Source: an optimization exercise on an open RTL-to-GDS flow (aim: small area, a short achievable clock period and few clock cycles per item). Production flows keep margins and buffers that such runs may drop.
The RTL was checked by simulation tests, not by an equivalence proof against the original design.
Power figures rest on the tool's default switching activity, not on a simulated workload.

==> flow/design.v <==
`timescale 1ns / 1ps
package skit_pkg;
  localparam int unsigned CAPACITY_DEF = 64;
  localparam int unsigned KEY_BYTES    = 5;
  localparam int unsigned KEY_W        = 8 * KEY_BYTES;
  localparam int unsigned REC_W        = 16;
  localparam int unsigned MODE_W       = 2;
  localparam int unsigned KEY_FIELD_W  = 40;
  localparam int unsigned REC_FIELD_W  = 16;
  localparam int unsigned STATUS_W     = 2;
  localparam int unsigned COUNT_W      = 7;
  localparam logic [MODE_W-1:0] MODE_INSERT = 2'd0;
  localparam logic [MODE_W-1:0] MODE_REMOVE = 2'd1;
  localparam logic [MODE_W-1:0] MODE_LOOKUP = 2'd2;
  localparam logic [STATUS_W-1:0] STATUS_OK        = 2'd0;
  localparam logic [STATUS_W-1:0] STATUS_DUPLICATE = 2'd1;
  localparam logic [STATUS_W-1:0] STATUS_NOT_FOUND = 2'd2;
  localparam logic [STATUS_W-1:0] STATUS_FULL      = 2'd3;
  typedef struct packed {
    logic [MODE_W-1:0]      mode;
    logic [KEY_FIELD_W-1:0] key;
    logic [REC_FIELD_W-1:0] record_number;
  } skit_cmd_t;
  typedef struct packed {
    logic [STATUS_W-1:0]    status;
    logic [REC_FIELD_W-1:0] found_record;
    logic [COUNT_W-1:0]     entry_count;
  } skit_res_t;
  typedef struct packed {
    logic [KEY_W-1:0] key;
    logic [REC_W-1:0] rec;
  } skit_entry_t;
  typedef struct packed {
    logic      fin;
    skit_res_t res;
  } skit_fin_t;
  typedef enum logic [2:0] {
    ST_IDLE,
    ST_SEARCH,
    ST_SHIFT_UP,
    ST_SHIFT_DN,
    ST_PLACE
  } skit_state_e;
endpackage
`timescale 1ns / 1ps
module skit_store #(
  parameter int unsigned Depth = skit_pkg::CAPACITY_DEF,
  parameter int unsigned Group = 16,
  parameter int unsigned NPend = 4,
  parameter int unsigned PendW = $clog2(NPend + 1)
) (
  input  logic                         clk_i,
  input  logic                         rst_ni,
  input  logic [skit_pkg::KEY_W-1:0]   key_i,
  input  logic [3:0][skit_pkg::KEY_W-1:0] skey_i,
  input  logic [skit_pkg::REC_W-1:0]   rec_i,
  input  logic                         set_i,     
  input  logic                         clr_i,     
  output logic                         hit_o,
  output logic [skit_pkg::REC_W-1:0]   rec_o,     
  output logic [PendW-1:0]             npend_o    
);
  localparam int unsigned NPort = Depth / Group;
  localparam int unsigned KW    = skit_pkg::KEY_W;
  localparam int unsigned RW    = skit_pkg::REC_W;
  logic [Depth-1:0] rval_q, rval_d, rmatch;
  logic [KW-1:0]    rkey_q [Depth];
  logic [RW-1:0]    rrec_q [Depth];
  logic [NPend-1:0] pval_q, pval_d, pmatch, pfree_oh, pfirst_oh;
  logic [KW-1:0]    pkey_q [NPend];
  logic [RW-1:0]    prec_q [NPend];
  logic [NPort-1:0] hole, port_oh;
  logic             any_hole, pend_any, src_val, to_pend;
  logic [KW-1:0]    src_key;
  logic [RW-1:0]    src_rec;
  always_comb begin
    for (int i = 0; i < Depth; i++) begin
      rmatch[i] = rval_q[i] && (rkey_q[i] == ((i / (Depth / 4)) % 2 == 1 ? ~skey_i[i / (Depth / 4)]
                                                                         : skey_i[i / (Depth / 4)]));
    end
    for (int j = 0; j < NPend; j++) begin
      pmatch[j] = pval_q[j] && (pkey_q[j] == key_i);
    end
    hit_o = |{rmatch, pmatch};
    rec_o = '0;
    for (int i = 0; i < Depth; i++) begin
      rec_o = rec_o | (rrec_q[i] & {RW{rmatch[i]}});
    end
    for (int j = 0; j < NPend; j++) begin
      rec_o = rec_o | (prec_q[j] & {RW{pmatch[j]}});
    end
  end
  always_comb begin
    logic none_below;
    none_below = 1'b1;
    for (int k = 0; k < NPort; k++) begin
      hole[k]    = !rval_q[(k * Group + Depth - 1) % Depth];
      port_oh[k] = none_below && hole[k];
      none_below = none_below && !hole[k];
    end
    any_hole = !none_below;
  end
  always_comb begin
    logic none_below_v, none_below_f;
    none_below_v = 1'b1;
    none_below_f = 1'b1;
    for (int j = 0; j < NPend; j++) begin
      pfirst_oh[j] = none_below_v && pval_q[j];
      none_below_v = none_below_v && !pval_q[j];
      pfree_oh[j]  = none_below_f && !pval_q[j];
      none_below_f = none_below_f && pval_q[j];
    end
    pend_any = !none_below_v;
  end
  always_comb begin
    src_key = key_i;
    src_rec = rec_i;
    src_val = set_i;
    for (int j = 0; j < NPend; j++) begin
      if (pfirst_oh[j]) begin
        src_key = pkey_q[j];
        src_rec = prec_q[j];
        src_val = !(clr_i && pmatch[j]);
      end
    end
    to_pend = set_i && (pend_any || !any_hole);
  end
  always_comb begin
    for (int i = 0; i < Depth; i++) begin
      rval_d[(i + 1) % Depth] = rval_q[i] && !(clr_i && rmatch[i]);
    end
    for (int k = 0; k < NPort; k++) begin
      if (port_oh[k]) rval_d[k * Group] = src_val;
    end
    pval_d = pval_q & ~(pmatch & {NPend{clr_i}});
    if (any_hole) pval_d = pval_d & ~pfirst_oh;
    if (to_pend)  pval_d = pval_d | pfree_oh;
  end
  always_comb begin
    npend_o = '0;
    for (int j = 0; j < NPend; j++) begin
      npend_o = npend_o + PendW'(pval_q[j] && !(any_hole && pfirst_oh[j]));
    end
  end
  always_ff @(posedge clk_i or negedge rst_ni) begin
    if (!rst_ni) begin
      rval_q <= '0;
      pval_q <= '0;
    end else begin
      rval_q <= rval_d;
      pval_q <= pval_d;
    end
  end
  always_ff @(posedge clk_i) begin
    for (int i = 0; i < Depth; i++) begin
      if ((i % Group == 0) && port_oh[i / Group]) begin
        rkey_q[i] <= src_key;
        rrec_q[i] <= src_rec;
      end else begin
        rkey_q[i] <= rkey_q[(i + Depth - 1) % Depth];
        rrec_q[i] <= rrec_q[(i + Depth - 1) % Depth];
      end
    end
    for (int j = 0; j < NPend; j++) begin
      if (pfree_oh[j]) begin
        pkey_q[j] <= key_i;
        prec_q[j] <= rec_i;
      end
    end
  end
endmodule
`timescale 1ns / 1ps
module skit_seq #(
  parameter int unsigned Capacity = skit_pkg::CAPACITY_DEF,
  parameter int unsigned CountW   = $clog2(Capacity + 1)
) (
  input  logic                         clk_i,
  input  logic                         rst_ni,
  input  logic                         cmd_v_i,
  input  logic [skit_pkg::MODE_W-1:0]  mode_i,
  input  logic                         hit_i,
  input  logic [skit_pkg::REC_W-1:0]   rec_i,
  output logic                         set_o,
  output logic                         clr_o,
  output logic                         done_o,
  output skit_pkg::skit_res_t          res_o
);
  logic [CountW-1:0]   cnt_q, cnt_d;
  logic                hit, full, is_ins, is_rem, is_lkp;
  skit_pkg::skit_res_t res_d;
  always_comb begin
    hit    = hit_i;
    full   = cnt_q == CountW'(Capacity);
    is_ins = mode_i == skit_pkg::MODE_INSERT;
    is_rem = mode_i == skit_pkg::MODE_REMOVE;
    is_lkp = mode_i[1];
    set_o  = cmd_v_i && is_ins && !hit && !full;
    clr_o  = cmd_v_i && is_rem;
    cnt_d  = cnt_q;
    if (set_o)          cnt_d = cnt_q + CountW'(1);
    if (clr_o && hit)   cnt_d = cnt_q - CountW'(1);
    if (is_ins) begin
      res_d.status = hit ? skit_pkg::STATUS_DUPLICATE
                   : full ? skit_pkg::STATUS_FULL : skit_pkg::STATUS_OK;
    end else begin
      res_d.status = hit ? skit_pkg::STATUS_OK : skit_pkg::STATUS_NOT_FOUND;
    end
    res_d.found_record = is_lkp ? rec_i : '0;
    res_d.entry_count  = skit_pkg::COUNT_W'(cnt_d);
  end
  always_ff @(posedge clk_i or negedge rst_ni) begin
    if (!rst_ni) begin
      cnt_q  <= '0;
      done_o <= 1'b0;
    end else begin
      cnt_q  <= cnt_d;
      done_o <= cmd_v_i;
    end
  end
  always_ff @(posedge clk_i) begin
    res_o <= res_d;
  end
endmodule
`timescale 1ns / 1ps
module sorted_key_index_table_core #(
  parameter int unsigned Capacity = skit_pkg::CAPACITY_DEF
) (
  input  logic                clk_i,
  input  logic                rst_ni,
  input  logic                start_i,
  input  logic [57:0]         cmd_i,
  output logic                busy_o,
  output logic                done_o,
  output logic [24:0]         res_o
);
  localparam int unsigned NPend = 4;
  localparam int unsigned PendW = $clog2(NPend + 1);
  logic                       cmd_v_q;
  skit_pkg::skit_cmd_t        cmd_q;
  logic                       hit;
  logic [skit_pkg::REC_W-1:0] match_rec;
  logic                       set, clr;
  skit_pkg::skit_res_t        res;
  logic [PendW-1:0]           npend;
  logic [PendW+1:0]           nmax;
  logic                       ins_next;
  always_ff @(posedge clk_i or negedge rst_ni) begin
    if (!rst_ni) begin
      cmd_v_q <= 1'b0;
    end else begin
      cmd_v_q <= start_i && !busy_o;
    end
  end
  always_ff @(posedge clk_i) begin
    cmd_q <= cmd_i;
  end
  logic [3:0][skit_pkg::KEY_W-1:0] skey_q;
  always_ff @(posedge clk_i) begin
    skey_q[0] <= cmd_i[55:16];
    skey_q[1] <= ~cmd_i[55:16];
    if (start_i) begin
      skey_q[2] <= cmd_i[55:16];
      skey_q[3] <= ~cmd_i[55:16];
    end
  end
  always_comb begin
    ins_next = start_i && !busy_o && (cmd_i[57:56] == skit_pkg::MODE_INSERT);
    nmax = (PendW + 2)'(npend)
         + (PendW + 2)'(cmd_v_q && (cmd_q.mode == skit_pkg::MODE_INSERT))
         + (PendW + 2)'(ins_next);
  end
  always_ff @(posedge clk_i or negedge rst_ni) begin
    if (!rst_ni) begin
      busy_o <= 1'b0;
    end else begin
      busy_o <= nmax >= (PendW + 2)'(NPend);
    end
  end
  skit_store #(
    .Depth (Capacity),
    .NPend (NPend)
  ) u_store (
    .clk_i   (clk_i),
    .rst_ni  (rst_ni),
    .key_i   (cmd_q.key),
    .skey_i  (skey_q),
    .rec_i   (cmd_q.record_number),
    .set_i   (set),
    .clr_i   (clr),
    .hit_o   (hit),
    .rec_o   (match_rec),
    .npend_o (npend)
  );
  skit_seq #(
    .Capacity (Capacity)
  ) u_seq (
    .clk_i   (clk_i),
    .rst_ni  (rst_ni),
    .cmd_v_i (cmd_v_q),
    .mode_i  (cmd_q.mode),
    .hit_i   (hit),
    .rec_i   (match_rec),
    .set_o   (set),
    .clr_o   (clr),
    .done_o  (done_o),
    .res_o   (res)
  );
  assign res_o = res;
endmodule
Settings: LEC_CHECK=0, CAP_MARGIN=20, CORE_MARGIN=2, CORE_UTILIZATION=60, CTS_BUF_LIST=sky130_fd_sc_hd__clkbuf_8 sky130_fd_sc_hd__clkbuf_16, CTS_CLUSTER_DIAMETER=60, CTS_CLUSTER_SIZE=20, PLACE_DENSITY=0.72, SLEW_MARGIN=20; clock period 9.0 ns.
standard.sh (not shown) runs the stock make flow with config.mk's settings and CLKGATE_MAP_FILE= SYNTH_SCRIPT=/design/flow/synth_recipe.tcl, a recipe that flattens the netlist after the stock synthesis.
==> flow/flow/run.sh <==
#!/bin/bash
set -euo pipefail
cd "$(dirname "$0")/.."
bash standard.sh SETUP_SLACK_MARGIN=5.6 finish > standard_flow.log 2>&1
Testbench counts at the start, summed over its fixed seeds: cycles 3,219, items 3,200.
Then changed:
--- a/flow/design.v
+++ b/flow/design.v
@@ -176,8 +176,9 @@
 ) (
   input  logic                         clk_i,
   input  logic                         rst_ni,
   input  logic                         cmd_v_i,
+  input  logic                         rem_i,     
   input  logic [skit_pkg::MODE_W-1:0]  mode_i,
   input  logic                         hit_i,
   input  logic [skit_pkg::REC_W-1:0]   rec_i,
   output logic                         set_o,
@@ -194,9 +195,9 @@
     is_ins = mode_i == skit_pkg::MODE_INSERT;
     is_rem = mode_i == skit_pkg::MODE_REMOVE;
     is_lkp = mode_i[1];
     set_o  = cmd_v_i && is_ins && !hit && !full;
-    clr_o  = cmd_v_i && is_rem;
+    clr_o  = rem_i;
     cnt_d  = cnt_q;
     if (set_o)          cnt_d = cnt_q + CountW'(1);
     if (clr_o && hit)   cnt_d = cnt_q - CountW'(1);
     if (is_ins) begin
@@ -234,9 +235,9 @@
   output logic [24:0]         res_o
 );
   localparam int unsigned NPend = 4;
   localparam int unsigned PendW = $clog2(NPend + 1);
-  logic                       cmd_v_q;
+  logic                       cmd_v_q, rem_q;
   skit_pkg::skit_cmd_t        cmd_q;
   logic                       hit;
   logic [skit_pkg::REC_W-1:0] match_rec;
   logic                       set, clr;
@@ -246,10 +247,12 @@
   logic                       ins_next;
   always_ff @(posedge clk_i or negedge rst_ni) begin
     if (!rst_ni) begin
       cmd_v_q <= 1'b0;
+      rem_q   <= 1'b0;
     end else begin
       cmd_v_q <= start_i && !busy_o;
+      rem_q   <= start_i && !busy_o && (cmd_i[57:56] == skit_pkg::MODE_REMOVE);
     end
   end
   always_ff @(posedge clk_i) begin
     cmd_q <= cmd_i;
@@ -296,8 +299,9 @@
   ) u_seq (
     .clk_i   (clk_i),
     .rst_ni  (rst_ni),
     .cmd_v_i (cmd_v_q),
+    .rem_i   (rem_q),
     .mode_i  (cmd_q.mode),
     .hit_i   (hit),
     .rec_i   (match_rec),
     .set_o   (set),
What happened: Count of clock-buffer cells in the layout is lower by 4; maximum frequency came out lower by about 3.2%; synthesized area is lower by 0.40%; wire length went down by about 3%; power barely changes.
Testbench counts after the change, summed over its fixed seeds: cycles 3,219, items 3,200.

## port drivers added, routing unchanged
How much do the figures lean on ideal ports? The routed layouts below were timed once more, with nothing changed but the port constraints.
Step 1 assumes that a clkbuf_16 drives the clock port and a buf_2 every other input.
Step 2 adds t to the input delays and takes it off the output delays; t is the mean of the earliest and latest rising clock arrival at the registers after step 1. Input paths then give back, and output paths get back, about the clock's delay inside the block.
a / b / c = ideal / step 1 / step 2; a / b = the first two.
run | t (ns) | setup slack, ns | hold slack, ns | clock arrival spread, ns | cell pins on the clock port's net
the first run | 0.988 | 5.540 / 5.537 / 5.385 | 0.339 / 0.339 / 0.339 | 0.052 / 0.051 | 1
the second run | 1.015 | 5.424 / 5.424 / 5.424 | 0.334 / 0.334 / 0.334 | 0.045 / 0.044 | 1
After both steps every run listed still meets setup and hold. For the first run, which loses most, drivers alone change the setup slack by -0.003 ns; drivers and shift together by -0.155 ns.
